What follows belongs to an exercise in optimizing a design on an open flow for small area and a short achievable clock period; a production flow would make more cautious choices. Only simulation tests tie the RTL to the original design; equivalence was not proved. The clock port is modelled as an ideal driver; clocking choices that lean on that would not hold on a real chip. Power and IR drop assume default switching activity.

run 1:
==> flow/design.v <==
package gp_regs_pkg;
  localparam int DEF_DATA_W = 32;
  localparam int DEF_IDX_W  = 4;
  localparam int DEF_LANE_W = 16;
endpackage
import gp_regs_pkg::*;
module gp_regs_wmerge (
  input  logic sel1,
  input  logic d1,
  input  logic sel0,
  input  logic d0,
  input  logic hold,
  input  logic q,
  output logic y
);
  assign y = (sel1 & d1) | (sel0 & d0) | (hold & q);
endmodule
module gp_regs_aoi222 (
  input  logic [2:0] s,
  input  logic [2:0] v,
  output logic       yn
);
  assign yn = ~|(s & v);
endmodule
module gp_regs_rdbit
#(
  parameter int N = 19
) (
  input  logic [N-1:0] sel,
  input  logic [N-1:0] val,
  output logic         y
);
  localparam int G = N / 3;
  localparam int R = N - 3*G;
  logic [G-1:0] yn;
  for (genvar g = 0; g < G; g++) begin : g_aoi
    gp_regs_aoi222 u_aoi (.s(sel[3*g +: 3]), .v(val[3*g +: 3]), .yn(yn[g]));
  end
  if (R > 0) begin : g_rest
    assign y = ~&yn | |(sel[N-1 -: R] & val[N-1 -: R]);
  end else begin : g_norest
    assign y = ~&yn;
  end
endmodule
module gp_regs_rdsel
#(
  parameter int NREG = 16
) (
  input  logic [NREG-1:0] rsel,
  input  logic [NREG-1:0] vld,
  input  logic [NREG-1:0] hold,
  input  logic            wm1,
  input  logic            ln1,
  input  logic            wm0,
  input  logic            ln0,
  input  logic            en,
  output logic [NREG+2:0] tsel
);
  logic byp1;
  assign byp1 = wm1 & ln1;
  assign tsel[NREG-1:0] = rsel & vld & hold;
  assign tsel[NREG]     = byp1;
  assign tsel[NREG+1]   = wm0 & ln0 & ~byp1;
  assign tsel[NREG+2]   = ~en;
endmodule
import gp_regs_pkg::*;
module gp_regs_mp
#(
  parameter int DATA_W  = DEF_DATA_W,
  parameter int REG_NUM = 16,
  parameter int IDX_W   = DEF_IDX_W,
  parameter int NUM_RD  = 2,
  parameter int NUM_WR  = 2,
  parameter int LANE_W  = DEF_LANE_W,
  parameter int ZERO_R0 = 0,
  localparam int NL     = DATA_W / LANE_W
) (
  input  logic                     clk,
  input  logic                     rst_n,
  input  logic [NUM_WR-1:0]        wr_en_i,
  input  logic [NUM_WR*IDX_W-1:0]  wr_idx_i,
  input  logic [NUM_WR*DATA_W-1:0] wr_data_i,
  input  logic [NUM_WR*NL-1:0]     wr_lane_i,
  input  logic [NUM_WR-1:0]        wr_rel_i,
  input  logic [NUM_RD-1:0]        rd_en_i,
  input  logic [NUM_RD*IDX_W-1:0]  rd_idx_i,
  output logic [NUM_RD*DATA_W-1:0] rd_data_o,
  output logic [NUM_RD-1:0]        rd_busy_o,
  input  logic                     rsv_en_i,
  input  logic [IDX_W-1:0]         rsv_idx_i,
  output logic [REG_NUM-1:0]       busy_o
);
  logic [DATA_W-1:0]    regs    [REG_NUM];
  logic [DATA_W-1:0]    nxt     [REG_NUM];
  logic [REG_NUM-1:0]   vld;
  logic [NL-1:0]        hit     [NUM_WR][REG_NUM];
  logic [REG_NUM-1:0]   busy_nxt;
  always_comb begin
    for (int p = 0; p < NUM_WR; p++)
      for (int r = 0; r < REG_NUM; r++)
        for (int l = 0; l < NL; l++)
          hit[p][r][l] = wr_en_i[p] && (wr_idx_i[p*IDX_W +: IDX_W] == IDX_W'(r))
                         && wr_lane_i[p*NL + l];
  end
  for (genvar r = 0; r < REG_NUM; r++) begin : g_reg
    for (genvar l = 0; l < NL; l++) begin : g_lane
      logic sel1, sel0, hold;
      assign sel1 = hit[1][r][l];
      assign sel0 = hit[0][r][l] & ~hit[1][r][l];
      assign hold = ~(hit[0][r][l] | hit[1][r][l]) & vld[r];
      for (genvar b = l*LANE_W; b < (l+1)*LANE_W; b++) begin : g_bit
        gp_regs_wmerge u_wm (
          .sel1(sel1), .d1(wr_data_i[1*DATA_W + b]),
          .sel0(sel0), .d0(wr_data_i[0*DATA_W + b]),
          .hold(hold), .q (regs[r][b]),
          .y   (nxt[r][b])
        );
      end
    end
  end
  logic [REG_NUM-1:0] relhit;
  always_comb begin
    for (int r = 0; r < REG_NUM; r++) begin
      relhit[r] = 1'b0;
      for (int p = 0; p < NUM_WR; p++)
        if (wr_en_i[p] && wr_rel_i[p] && wr_idx_i[p*IDX_W +: IDX_W] == IDX_W'(r))
          relhit[r] = 1'b1;
    end
  end
  always_comb begin
    for (int r = 0; r < REG_NUM; r++) begin
      busy_nxt[r] = busy_o[r];
      for (int p = 0; p < NUM_WR; p++)
        if (wr_en_i[p] && wr_rel_i[p] && wr_idx_i[p*IDX_W +: IDX_W] == IDX_W'(r))
          busy_nxt[r] = 1'b0;
      if (rsv_en_i && rsv_idx_i == IDX_W'(r)) busy_nxt[r] = 1'b1;
    end
  end
  localparam int NT = REG_NUM + NUM_WR + 1;
  logic [DATA_W-1:0] rd_nxt [NUM_RD];
  logic [NUM_RD-1:0] rb_nxt;
  for (genvar q = 0; q < NUM_RD; q++) begin : g_rd
    logic [IDX_W-1:0]   ridx;
    logic [REG_NUM-1:0] rsel;
    logic [NUM_WR-1:0]  wmatch;
    assign ridx = rd_idx_i[q*IDX_W +: IDX_W];
    for (genvar r = 0; r < REG_NUM; r++) begin : g_sel
      assign rsel[r] = rd_en_i[q] && ridx == IDX_W'(r);
    end
    for (genvar p = 0; p < NUM_WR; p++) begin : g_match
      assign wmatch[p] = rd_en_i[q] && wr_en_i[p] && wr_idx_i[p*IDX_W +: IDX_W] == ridx;
    end
    logic [REG_NUM+1:0] bsel, bval;
    for (genvar r = 0; r < REG_NUM; r++) begin : g_bsel
      assign bsel[r] = rsel[r] & ~relhit[r];
      assign bval[r] = busy_o[r];
    end
    assign bsel[REG_NUM]   = rd_en_i[q] && rsv_en_i && rsv_idx_i == ridx;
    assign bval[REG_NUM]   = 1'b1;
    assign bsel[REG_NUM+1] = ~rd_en_i[q];
    assign bval[REG_NUM+1] = rd_busy_o[q];
    gp_regs_rdbit #(.N(REG_NUM+2)) u_rbusy (.sel(bsel), .val(bval), .y(rb_nxt[q]));
    for (genvar l = 0; l < NL; l++) begin : g_lane
      logic [REG_NUM-1:0] vld_l, hold_l;
      for (genvar r = 0; r < REG_NUM; r++) begin : g_vh
        assign vld_l[r]  = vld[r];
        assign hold_l[r] = ~(hit[0][r][l] | hit[1][r][l]);
      end
      for (genvar h = 0; h < 2; h++) begin : g_half
        logic [NT-1:0] tsel;
        gp_regs_rdsel #(.NREG(REG_NUM)) u_sel (
          .rsel(rsel), .vld(vld_l), .hold(hold_l),
          .wm1(wmatch[1]), .ln1(wr_lane_i[1*NL + l]),
          .wm0(wmatch[0]), .ln0(wr_lane_i[0*NL + l]),
          .en(rd_en_i[q]), .tsel(tsel)
        );
        for (genvar b = l*LANE_W + h*LANE_W/2; b < l*LANE_W + (h+1)*LANE_W/2; b++) begin : g_bit
          logic [NT-1:0] tval;
          for (genvar r = 0; r < REG_NUM; r++) begin : g_tval
            assign tval[r] = regs[r][b];
          end
          assign tval[REG_NUM]   = wr_data_i[1*DATA_W + b];
          assign tval[REG_NUM+1] = wr_data_i[0*DATA_W + b];
          assign tval[REG_NUM+2] = rd_data_o[q*DATA_W + b];
          gp_regs_rdbit #(.N(NT)) u_rb (.sel(tsel), .val(tval), .y(rd_nxt[q][b]));
        end
      end
    end
  end
  always_ff @(posedge clk) begin
    for (int r = 0; r < REG_NUM; r++) regs[r] <= nxt[r];
  end
  always_ff @(posedge clk or negedge rst_n) begin
    if (!rst_n) begin
      vld       <= '0;
      busy_o    <= '0;
      rd_data_o <= '0;
      rd_busy_o <= '0;
    end else begin
      for (int r = 0; r < REG_NUM; r++)
        for (int l = 0; l < NL; l++)
          if (hit[0][r][l] | hit[1][r][l]) vld[r] <= 1'b1;
      busy_o <= busy_nxt;
      for (int q = 0; q < NUM_RD; q++) begin
        rd_data_o[q*DATA_W +: DATA_W] <= rd_nxt[q];
        rd_busy_o[q]                  <= rb_nxt[q];
      end
    end
  end
endmodule
==> flow/config.mk <==
export PLATFORM = sky130hd
export DESIGN_NAME = gp_regs_mp
export DESIGN_NICKNAME = gp_regs_mp
export VERILOG_FILES = /design/flow/design.v
export SDC_FILE = /design/flow/constraint.sdc
export NUM_CORES = 4
export LEC_CHECK = 0
export CAP_MARGIN = 10
export CELL_PAD_IN_SITES_DETAIL_PLACEMENT = 1
export CELL_PAD_IN_SITES_GLOBAL_PLACEMENT = 1
export CORE_MARGIN = 2
export CORE_UTILIZATION = 35
export PLACE_DENSITY = 0.5
export SETUP_SLACK_MARGIN = 1.8
export SLEW_MARGIN = 10
export SYNTH_HIERARCHICAL = 1
==> flow/constraint.sdc <==
create_clock -name core_clock -period 4.0 [get_ports {clk}]
set_input_delay 0.8000 -clock core_clock [delete_from_list [all_inputs] [get_ports {clk}]]
set_output_delay 0.8000 -clock core_clock [all_outputs]
set_load 0.01 [all_outputs]
standard.sh (not shown) runs the stock make flow with config.mk's settings and CLKGATE_MAP_FILE= SYNTH_SCRIPT=/design/flow/synth_recipe.tcl, a recipe that flattens the netlist after the stock synthesis.
==> flow/flow/run.sh <==
#!/bin/bash
# Standard ORFS layout with smaller port buffers, a clock tree of clkbuf_8
# without dummy loads, and free cell-footprint choice in timing repair.
set -euo pipefail
export BUFFER_PORTS_ARGS="-buffer_cell sky130_fd_sc_hd__buf_2"
export CTS_ARGS="-sink_clustering_enable -repair_clock_nets -dont_use_dummy_load -buf_list {sky130_fd_sc_hd__clkbuf_8}"
bash standard.sh MATCH_CELL_FOOTPRINT=0 finish > standard.log 2>&1
## Diff of input files: run 2 against run 1
- PLACE_DENSITY changed from 0.5 to 0.6
- CELL_PAD_IN_SITES_GLOBAL_PLACEMENT removed (was 1)
- CORE_UTILIZATION changed from 35 to 45
--- outcome ---
Per the comparison of run 2 with run 1, wire length the detailed router placed on met1 -8.7 mm, clock period minus worst slack went up 0.18 ns, total of fill cells in the finished design down 2112, total half-perimeter wirelength after legalization and detailed placement shrank by 8.3%. Design area shrinks slightly when moving from run 1 to run 2. Post-detailed-routing wire length, run 2 vs run 1: down by a few percent.
The following lists how run 3 was set up differently from run 2:
- PLACE_DENSITY now 0.5, was 0.6
- CELL_PAD_IN_SITES_GLOBAL_PLACEMENT now 1, previously not set
- CORE_UTILIZATION now 35, was 45
==> flow/flow/run.sh <==
#!/bin/bash
# Standard ORFS layout with smaller port buffers, a clock tree of clkbuf_8
# without dummy loads, free cell-footprint choice in timing repair, and an
# extra gate-sizing pass after CTS (flow/post_cts.tcl).
set -euo pipefail
export BUFFER_PORTS_ARGS="-buffer_cell sky130_fd_sc_hd__buf_2"
export CTS_ARGS="-sink_clustering_enable -repair_clock_nets -dont_use_dummy_load -buf_list {sky130_fd_sc_hd__clkbuf_8}"
export POST_CTS_TCL="$(pwd)/flow/post_cts.tcl"
bash standard.sh MATCH_CELL_FOOTPRINT=0 finish > standard.log 2>&1
==> flow/flow/post_cts.tcl (new file) <==
log_cmd estimate_parasitics -placement
log_cmd repair_timing -setup -setup_margin 2.0 -sequence "sizeup,swap" -verbose
log_cmd detailed_placement
log_cmd estimate_parasitics -placement
Results
- Compared to run 2, run 3 shows a wider setup margin.
- Final critical-path share of the clock period (higher): run 2
- Per the comparison of run 3 with run 2, total non-filler cell area in the finished layout now larger; part of the power in combinational logic did not really move; routed wire length climbed about 5%; global-route wire length before repair increased by about 5% relative to the old numbers.
- Compare run 2 and run 3 | global-route usage lower: run 3
Setup changes, run 3 to run 4
- swapping 0.5 for 0.55 in PLACE_DENSITY
- swapping 35 for 40 in CORE_UTILIZATION
==> comparison <==
- Run 3 → run 4: post-route cell area lost 0.73%; worst slack at placement picked up an extra 0.021 ns.
- Part of the cycle the worst path needs, run 3 and run 4, lower one = run 3.
- Relative to run 3, met2 routed wirelength has gone down in run 4.
- Sum of routed wire length over all layers: run 4 < run 3
- Run 4 — count of buffers not belonging to the clock network in the layout 8 lower, run 3 as reference

==> static timing again, ports no longer ideal <==
No port has a modelled driver above. Below, the same layouts with a new extraction and two added sets of constraints.
Step 1, drivers: a clkbuf_16 drives clk and a buf_2 each remaining input, both assumed.
Step 2, shift: input delay + t, output delay - t, t = (earliest + latest rising clock arrival at the registers) / 2. This alone moves slack from input paths to output paths.
Three values: no drivers, after step 1, after step 2; two values: the first two.
| run | t (ns) | setup WS [ns] | slew at the worst register clock pin (ns) | worst slew at a driven data input, ns | pins driven straight from the clock port |
|---|---|---|---|---|---|
| run 1 | 0.799 | 1.685 / 1.656 / 0.857 | 0.07 / 0.07 | 0.15 | 1 |
| run 2 | 0.779 | 1.508 / 1.510 / 0.730 | 0.07 / 0.07 | 0.16 | 1 |
| run 3 | 0.806 | 1.725 / 1.702 / 0.896 | 0.07 / 0.07 | 0.13 | 1 |
| run 4 | 0.789 | 1.613 / 1.545 / 0.755 | 0.06 / 0.06 | 0.14 | 1 |
After both steps setup and hold are still met in every run listed. The setup slack of run 4, which loses most, moves by -0.068 ns with the drivers and by -0.858 ns with both steps.
